Background: an optimization exercise with open tools, aiming at small area. Do not read the settings as production practice.
The RTL was checked by simulation tests, not by an equivalence proof against the original design.

Setup of v6:
## pio_sm_array
module pio_sm_array #(
   parameter int  NUM_SM     = 4,
   parameter int  IMEM_DEPTH = 32,
   localparam int ADDR_W     = $clog2(IMEM_DEPTH)
) (
   input  logic                     clk,
   input  logic                     rst,
   input  logic [15:0]              imem_wdata,
   input  logic [ADDR_W-1:0]        imem_waddr,
   input  logic                     imem_we,
   input  logic [NUM_SM-1:0]        sm_en,
   input  logic [NUM_SM-1:0]        sm_restart,
   input  logic [NUM_SM*ADDR_W-1:0] wrap_bottom,
   input  logic [NUM_SM*ADDR_W-1:0] wrap_top,
   output logic [NUM_SM*ADDR_W-1:0] pc,
   output logic [NUM_SM*32-1:0]     x,
   output logic [NUM_SM*32-1:0]     y,
   output logic [NUM_SM-1:0]        stalled
);
   logic [2:0]  w_op, w_cond;
   logic [4:0]  w_data;
   logic [8:0]  w_code;
   logic [13:0] w_word;
   logic        w_src_x, w_src_y;
   assign w_op    = imem_wdata[15:13];
   assign w_cond  = imem_wdata[7:5];
   assign w_data  = imem_wdata[4:0];
   assign w_src_x = (w_data[2:0] == 3'b001);
   assign w_src_y = (w_data[2:0] == 3'b010);
   always_comb begin
      w_code = 9'b1_000_00000;    
      case (w_op)
         3'b000: if (w_cond[2:1] != 2'b11) w_code = {1'b0, w_cond, w_data};
         3'b111: begin
            if (w_cond == 3'b001) w_code = {1'b0, 3'b110, w_data};
            if (w_cond == 3'b010) w_code = {1'b0, 3'b111, w_data};
         end
         3'b101: begin
            w_code[8] = 1'b1;
            w_code[5] = (w_cond == 3'b001);
            w_code[6] = (w_cond == 3'b010);
            w_code[7] = (w_cond == 3'b101);
            w_code[4] = (w_data[4:3] == 2'b01);
            w_code[0] = w_src_x && w_data[4:3] != 2'b10;
            w_code[1] = w_src_y && w_data[4:3] != 2'b10;
            w_code[2] = w_src_x && w_data[4:3] == 2'b10;
            w_code[3] = w_src_y && w_data[4:3] == 2'b10;
         end
         default: ;
      endcase
   end
  ...
==> flow/config.mk <==
export PLATFORM = sky130hd
export DESIGN_NAME = pio_sm_array
export DESIGN_NICKNAME = pio_sm_array
export VERILOG_FILES = /design/flow/design.v
export SDC_FILE = /design/flow/constraint.sdc
export NUM_CORES = 4
export LEC_CHECK = 0
export CAP_MARGIN = 10
export CORE_MARGIN = 2
export CORE_UTILIZATION = 55
export GPL_TIMING_DRIVEN = 0
export SETUP_SLACK_MARGIN = 0.3
export SLEW_MARGIN = 10
export SYNTH_HIERARCHICAL = 1
==> flow/constraint.sdc <==
create_clock -name core_clock -period 6.0 [get_ports {clk}]
set_input_delay 1.2000 -clock core_clock [delete_from_list [all_inputs] [get_ports {clk}]]
set_output_delay 1.2000 -clock core_clock [all_outputs]
set_load 0.01 [all_outputs]
standard.sh (not shown) runs the stock make flow with config.mk's settings and CLKGATE_MAP_FILE= SYNTH_SCRIPT=/design/flow/synth_recipe.tcl, a recipe that flattens the netlist after the stock synthesis.
==> flow/flow/run.sh <==
#!/bin/bash
# Standard layout, with two changes made through ORFS's own variables:
# - the port buffers that placement inserts on every input and output are
#   buf_1 cells instead of the resizer's default;
# - clock tree synthesis builds the tree from clkbuf_8 cells and adds no
#   dummy loads (otherwise ORFS's default arguments).
set -euo pipefail
export BUFFER_PORTS_ARGS="-buffer_cell sky130_fd_sc_hd__buf_1"
export CTS_ARGS="-sink_clustering_enable -repair_clock_nets -dont_use_dummy_load -buf_list sky130_fd_sc_hd__clkbuf_8"
bash ./standard.sh > standard.log 2>&1
v6 has completed all stages; timing, DRC and antenna checks passed.
For v7, these inputs were changed with respect to v6:
Settings: swapping 55 for 50 in CORE_UTILIZATION.
==> flow/flow/run.sh <==
#!/bin/bash
# Standard layout, with the port buffers that placement inserts on every
# input and output made as buf_1 cells instead of the resizer's default.
set -euo pipefail
export BUFFER_PORTS_ARGS="-buffer_cell sky130_fd_sc_hd__buf_1"
bash ./standard.sh > standard.log 2>&1
[summary]
The final layout from v7, which completed every stage, passed the timing, design-rule and antenna checks at the end of the flow.
The critical path's slowest cell comes out sky130_fd_sc_hd__nor2_2 in one run and sky130_fd_sc_hd__a222oi_1 in the other, namely in v6 and v7 respectively.
v6 → v7: ratio of routed vias to standard cells moved down; minimum clock period moved up; die area moved up; detailed-routed wire length on met2 moved down.
Setup slack: v7 less than v6

## separate check: timing with driven ports
No port has a modelled driver above. Below, the same layouts with a new extraction and two added sets of constraints.
Step 1, drivers: a clkbuf_16 drives clk and a buf_2 each remaining input, both assumed.
Step 2, shift: input delay + t, output delay - t, t = (earliest + latest rising clock arrival at the registers) / 2. This alone moves slack from input paths to output paths.
a / b / c = ideal ports / drivers / drivers and shift; a / b = the first two.
run | t, ns | setup slack, ns | worst hold slack (ns) | worst setup path after step 2 | pins driven straight from the clock port
v6 | 0.887 | 0.186 / 0.186 / 0.026 | 0.539 / 0.539 / 0.539 | input to register | 1
v7 | 0.748 | 0.118 / 0.118 / 0.118 | 0.502 / 0.502 / 0.502 | register to register | 1
After both steps every run listed still meets setup and hold. The setup slack of v6, which loses most, moves by 0.000 ns with the drivers and by -0.160 ns with both steps.
